Background: an optimization exercise with open tools, aiming at small area, a short achievable clock period and few clock cycles per item. Do not read the settings as production practice.

red:
==> module pla_ctrl, before the edit <==
module pla_ctrl #(
    parameter int M = 4
) (
    input  logic        i_clk,
    input  logic        i_rst_n,
    input  logic        i_in_valid,
    input  logic        i_in_last,
    output logic        o_in_stall,
    output logic        o_xfer,
    input  logic [16:0] i_root,
    input  logic        i_seg,
    input  logic        i_last,
    output logic        o_out_valid,
    input  logic        i_out_stall,
    output logic [31:0] o_out_length,
    output logic [15:0] o_out_count
);
    logic [M-1:0]  r_pend;      
    logic [16:0]   r_lo;
    logic          r_c;
    logic [14:0]   r_hi;
    logic          r_sat;
    logic [15:0]   r_cnt;
    logic          r_clr;
    logic [15:0]   hi_p0, hi_p1;
    logic [16:0]   base_lo;
    logic [17:0]   add_lo;
    logic [15:0]   base_cnt, cnt_n;
    logic [31:0]   sum_n;
    logic          inc, pop, push;
    logic [47:0]   res;
    logic [47:0]   r_e [M];      
    logic [M-1:0]  r_v;          
    assign o_xfer = i_in_valid && !r_pend[M-1] && i_rst_n;
    assign inc    = o_xfer && i_in_last;
    assign pop    = r_v[0] && !i_out_stall;
    assign hi_p0    = {1'b0, r_hi} + 16'(r_c);
    assign hi_p1    = {1'b0, r_hi} + 16'(r_c) + 16'd1;
    assign base_lo  = r_clr ? 17'd0 : r_lo;
    assign add_lo   = {1'b0, base_lo} + {1'b0, i_seg ? i_root : 17'd0};
    assign base_cnt = r_clr ? 16'd0 : r_cnt;
    assign cnt_n    = base_cnt + 16'(i_seg && base_cnt != 16'hFFFF);
    always_comb begin
        if (!r_clr && (r_sat || (add_lo[17] ? hi_p1[15] : hi_p0[15]))) begin
            sum_n = 32'hFFFF_FFFF;
        end else begin
            sum_n = {r_clr ? 15'd0 : (add_lo[17] ? hi_p1[14:0] : hi_p0[14:0]), add_lo[16:0]};
        end
    end
    assign push = i_last;
    assign res  = {sum_n, cnt_n};
    always_ff @(posedge i_clk) begin
        if (!i_rst_n) begin
            r_pend <= '0;
            r_clr  <= 1'b1;
            r_v    <= '0;
        end else begin
            for (int k = 0; k < M; k++) begin
                if (inc && !pop) begin
                    r_pend[k] <= (k == 0) ? 1'b1 : r_pend[k-1];
                end else if (pop && !inc) begin
                    r_pend[k] <= (k == M - 1) ? 1'b0 : r_pend[k+1];
                end
                if (push && !pop) begin
                    r_v[k] <= (k == 0) ? 1'b1 : r_v[k-1];
                end else if (pop && !push) begin
                    r_v[k] <= (k == M - 1) ? 1'b0 : r_v[k+1];
                end
            end
            r_clr <= i_last;
        end
        r_lo  <= add_lo[16:0];
        r_c   <= add_lo[17];
        r_hi  <= r_clr ? 15'd0 : hi_p0[14:0];
        r_sat <= !r_clr && (r_sat || hi_p0[15]);
        r_cnt <= cnt_n;
        for (int k = 0; k < M; k++) begin
            if (pop) begin
                r_e[k] <= (k < M - 1 && r_v[(k < M - 1) ? k + 1 : k]) ? r_e[(k < M - 1) ? k + 1 : k] : res;
            end else if (!r_v[k]) begin
                r_e[k] <= res;
            end
        end
    end
    assign o_in_stall   = r_pend[M-1];
    assign o_out_valid  = r_v[0];
    assign o_out_length = r_e[0][47:16];
    assign o_out_count  = r_e[0][15:0];
endmodule
export LEC_CHECK = 0
export ABC_AREA = 1
export CAP_MARGIN = 20
export CORE_MARGIN = 2
export CORE_UTILIZATION = 40
export CTS_BUF_LIST = sky130_fd_sc_hd__clkbuf_16
export CTS_CLUSTER_DIAMETER = 80
export CTS_CLUSTER_SIZE = 30
export SLEW_MARGIN = 20
create_clock -name core_clock -period 10.0 [get_ports {i_clk}]
standard.sh (not shown) runs the stock make flow with config.mk's settings and CLKGATE_MAP_FILE= SYNTH_SCRIPT=/design/flow/synth_recipe.tcl, a recipe that flattens the netlist after the stock synthesis.
==> flow/flow/run.sh <==
#!/bin/bash
# the standard layout (the standard.sh: unchanged synthesis, floorplan,
# placement, clock tree, routing) with two changes to how it is made:
# - every input and output port still gets its buffer, but a plain buf_2
#   instead of the delay-cell buffer that buffer_ports picks by itself
# - timing repair aims at a shorter period than the clock's: setup repair
#   keeps going until each path has the margin below, instead of stopping
#   once the 10 ns clock is met
bash standard.sh SETUP_SLACK_MARGIN=6.5 TNS_END_PERCENT=100 \
    "BUFFER_PORTS_ARGS=-buffer_cell sky130_fd_sc_hd__buf_2" finish > standard.log 2>&1
red: flow completed, timing, DRC and antenna clean
> inputs changed (red -> blue)
--- a/flow/design.v
+++ b/flow/design.v
@@ -21,12 +21,12 @@
     logic [14:0]   r_hi;
     logic          r_sat;
     logic [15:0]   r_cnt;
-    logic          r_clr;
-    logic [15:0]   hi_p0, hi_p1;
+    logic          r_clr, r_ld;
+    logic [15:0]   hi_inc;
+    logic          ovf;
     logic [16:0]   base_lo;
     logic [17:0]   add_lo;
-    logic [15:0]   base_cnt, cnt_n;
-    logic [31:0]   sum_n;
+    logic [15:0]   base_cnt;
     logic          inc, pop, push;
     logic [47:0]   res;
     logic [47:0]   r_e [M];      
@@ -34,24 +34,17 @@
     assign o_xfer = i_in_valid && !r_pend[M-1] && i_rst_n;
     assign inc    = o_xfer && i_in_last;
     assign pop    = r_v[0] && !i_out_stall;
-    assign hi_p0    = {1'b0, r_hi} + 16'(r_c);
-    assign hi_p1    = {1'b0, r_hi} + 16'(r_c) + 16'd1;
+    assign hi_inc   = {1'b0, r_hi} + 16'(r_c);
+    assign ovf      = r_sat || hi_inc[15];
     assign base_lo  = r_clr ? 17'd0 : r_lo;
     assign add_lo   = {1'b0, base_lo} + {1'b0, i_seg ? i_root : 17'd0};
     assign base_cnt = r_clr ? 16'd0 : r_cnt;
-    assign cnt_n    = base_cnt + 16'(i_seg && base_cnt != 16'hFFFF);
-    always_comb begin
-        if (!r_clr && (r_sat || (add_lo[17] ? hi_p1[15] : hi_p0[15]))) begin
-            sum_n = 32'hFFFF_FFFF;
-        end else begin
-            sum_n = {r_clr ? 15'd0 : (add_lo[17] ? hi_p1[14:0] : hi_p0[14:0]), add_lo[16:0]};
-        end
-    end
-    assign push = i_last;
-    assign res  = {sum_n, cnt_n};
+    assign push = r_ld;
+    assign res  = {ovf ? 32'hFFFF_FFFF : {hi_inc[14:0], r_lo}, r_cnt};
     always_ff @(posedge i_clk) begin
         if (!i_rst_n) begin
             r_pend <= '0;
+            r_ld   <= 1'b0;
             r_clr  <= 1'b1;
             r_v    <= '0;
         end else begin
@@ -67,13 +60,14 @@
                     r_v[k] <= (k == M - 1) ? 1'b0 : r_v[k+1];
                 end
             end
+            r_ld  <= i_last;
             r_clr <= i_last;
         end
         r_lo  <= add_lo[16:0];
         r_c   <= add_lo[17];
-        r_hi  <= r_clr ? 15'd0 : hi_p0[14:0];
-        r_sat <= !r_clr && (r_sat || hi_p0[15]);
-        r_cnt <= cnt_n;
+        r_hi  <= r_clr ? 15'd0 : hi_inc[14:0];
+        r_sat <= r_clr ? 1'b0 : ovf;
+        r_cnt <= base_cnt + 16'(i_seg && base_cnt != 16'hFFFF);
         for (int k = 0; k < M; k++) begin
             if (pop) begin
                 r_e[k] <= (k < M - 1 && r_v[(k < M - 1) ? k + 1 : k]) ? r_e[(k < M - 1) ? k + 1 : k] : res;
### Flow results
Every stage of the flow completed for blue, and the final layout passed the timing, DRC and antenna checks.
Of red and blue, the run reporting the higher achievable frequency was blue.
Worst-case reg-to-reg path depth, blue vs red: down by a few percent
Delay of the slowest cell on the worst path in blue is 0.07 ns higher than in red
[compare] base=red new=blue: via count -630, sequential share of cell area higher, maximum fanout count along the critical path went up 1.
Looking at count of mapped cells out of synthesis, blue sits 62 below red.
Looking only at instance count after placement with tap cells included, and setting everything else aside, the lower value of red and blue goes to blue.
No functional check of the RTL was part of any run of this note.

separate check: timing with driven ports:
No port has a modelled driver above. Below, the same layouts with a new extraction and two added sets of constraints. Step 1: set_driving_cell puts a clkbuf_16 on i_clk and a buf_2 on each other input, an assumption about the parent block. Step 2 adds t to the input delays and takes it off the output delays; t is the mean of the earliest and latest rising clock arrival at the registers after step 1. Input paths then give back, and output paths get back, about the clock's delay inside the block. a / b / c = ideal / step 1 / step 2; a / b = the first two.
| run | t (ns) | slack for setup (ns) | latest minus earliest clock arrival (ns) | worst register clock-pin slew, ns |
|---|---|---|---|---|
| red | 0.665 | 6.230 / 6.230 / 6.012 | 0.059 / 0.060 | 0.11 / 0.11 |
| blue | 0.683 | 6.592 / 6.592 / 6.018 | 0.051 / 0.051 | 0.11 / 0.11 |
After both steps every run listed still meets setup and hold. The setup slack of blue, which loses most, moves by 0.000 ns with the drivers and by -0.574 ns with both steps.
